This design comes from an exercise in tuning for small area on the open sky130 flow, not from production work. The RTL was checked by simulation tests, not by an equivalence proof against the original design. Power figures rest on the tool's default switching activity, not on a simulated workload.

## baby_store_loader
module baby_store_loader (
   input  logic        fpgaGlobalClock,
   input  logic        reset_i,
   input  logic [4:0]  cpu_addr_i,
   input  logic [31:0] cpu_data_i,
   input  logic        cpu_rw_en_i,
   output logic [31:0] cpu_data_o,
   input  logic        stop_lamp_i,
   output logic        cpu_hold_o,
   input  logic        ld_start_i,
   input  logic        ld_valid_i,
   input  logic [7:0]  ld_byte_i,
   output logic        ld_ready_o,
   output logic        load_done_o,
   input  logic        dump_start_i,
   output logic        dump_valid_o,
   output logic [7:0]  dump_byte_o,
   input  logic        dump_ready_i
);
   logic        load_q;      
   logic        dump_q;      
   logic        dvalid_q;    
   logic        done_q;      
   logic [6:0]  pos_q;       
   logic [23:0] buf_q;       
   logic        idle_s;
   logic        dump_trig_s;
   logic        ld_acc_s;    
   logic        dp_hs_s;     
   logic        last_s;      
   logic        we_s;        
   logic [4:0]  addr_s;
   logic [31:0] sel_s;
   logic [31:0] wdata_s;
   logic [31:0] rd_s;
   logic [31:0] mem_q [32];
   logic stop_low_q;
   always_ff @(posedge fpgaGlobalClock or negedge reset_i) begin
      if (!reset_i) stop_low_q <= 1'b0;
      else          stop_low_q <= ~stop_lamp_i;
   end
   assign dump_trig_s = dump_start_i | (stop_lamp_i & stop_low_q);
   assign idle_s   = ~(load_q | dump_q);
   assign ld_acc_s = load_q & ld_valid_i & ~ld_start_i;
   assign dp_hs_s  = dvalid_q & dump_ready_i;
   assign last_s   = &pos_q;
   always_ff @(posedge fpgaGlobalClock or negedge reset_i) begin
      if (!reset_i) begin
         load_q   <= 1'b0;
         dump_q   <= 1'b0;
         dvalid_q <= 1'b0;
         done_q   <= 1'b0;
         pos_q    <= 7'd0;
      end else begin
         done_q <= ld_acc_s & last_s;
         if (idle_s) begin
            if (ld_start_i)       load_q <= 1'b1;
            else if (dump_trig_s) dump_q <= 1'b1;
         end
         if (ld_acc_s & last_s) load_q <= 1'b0;
         if (dump_q) dvalid_q <= ~(dp_hs_s & last_s);
         if (dp_hs_s & last_s) dump_q <= 1'b0;
         if (load_q & ld_start_i) pos_q <= 7'd0;
         else if (ld_acc_s | dp_hs_s) pos_q <= pos_q + 7'd1;
      end
   end
   always_ff @(posedge fpgaGlobalClock) begin
      if (ld_acc_s) begin
         case (pos_q[1:0])
            2'd0:    buf_q[7:0]   <= ld_byte_i;
  ...
export LEC_CHECK = 0
export CAP_MARGIN = 20
export CORE_MARGIN = 2
export CORE_UTILIZATION = 60
export GPL_TIMING_DRIVEN = 0
export SLEW_MARGIN = 20
export SYNTH_HIERARCHICAL = 1
create_clock -name core_clock -period 6.0 [get_ports {fpgaGlobalClock}]
standard.sh (not shown) runs the stock make flow with config.mk's settings and CLKGATE_MAP_FILE= SYNTH_SCRIPT=/design/flow/synth_recipe.tcl, a recipe that flattens the netlist after the stock synthesis.
==> flow/flow/run.sh <==
#!/bin/bash
# Layout flow: the standard ORFS flow (standard.sh, unchanged synthesis),
# with three layout choices passed to ORFS through its own variables:
#   * port buffers use buf_2 instead of the default pick
#   * clock tree synthesis without dummy loads, with a chosen buffer list and
#     sink clustering
# Each tool's output goes to ORFS's own logs under orfs/logs; the make output
# of the whole run goes to flow.log here.
set -euo pipefail
export BUFFER_PORTS_ARGS="-buffer_cell sky130_fd_sc_hd__buf_2"
export CTS_ARGS="-sink_clustering_enable -repair_clock_nets -dont_use_dummy_load -sink_clustering_size 20 -sink_clustering_max_diameter 60 -buf_list {sky130_fd_sc_hd__clkbuf_4 sky130_fd_sc_hd__clkbuf_8}"
bash standard.sh > flow.log 2>&1
The starting point produced a clean layout.
Then changed:
==> flow/run.sh (new file) <==
#!/bin/bash
# synth_recipe.tcl (not shown) runs the flow's synth.tcl, then flattens the netlist and writes it again
# the make line also repeats each setting of config.mk as NAME=value (left out here)
make -C /OpenROAD-flow-scripts/flow DESIGN_CONFIG=/design/flow/config.mk WORK_HOME=/design/flow/orfs CLKGATE_MAP_FILE= SYNTH_SCRIPT=/design/flow/synth_recipe.tcl finish
GPL_TIMING_DRIVEN = not set   (was 0)
removed: flow/flow/run.sh
removed: flow/standard.sh
Result: Setup slack is worse by 79 ps; synthesized cell count does not change; combinational power grows by 26%; clock power grows by 130%; via count grows by 5.3%; sequential power grows by about 0.7%.

==> static timing again, ports no longer ideal <==
In the flow no input, the clock included, has a driving cell. The finished layouts below were timed again as built, in two steps. Step 1: set_driving_cell puts a clkbuf_16 on fpgaGlobalClock and a buf_2 on each other input, an assumption about the parent block. Step 2 adds t to the input delays and takes it off the output delays; t is the mean of the earliest and latest rising clock arrival at the registers after step 1. Input paths then give back, and output paths get back, about the clock's delay inside the block. a / b / c = ideal ports / drivers / drivers and shift; a / b = the first two.
run | t (ns) | slack for setup (ns) | worst slew at a driven data input, ns
the first run | 0.778 | 0.128 / 0.067 / 0.161 | 0.11
the second run | 0.714 | 0.049 / -0.005 / -0.005 | 0.10
Met with ideal ports but missed after step 2: setup timing in the second run. For the second run, which loses most, drivers alone change the setup slack by -0.054 ns; drivers and shift together by -0.054 ns.
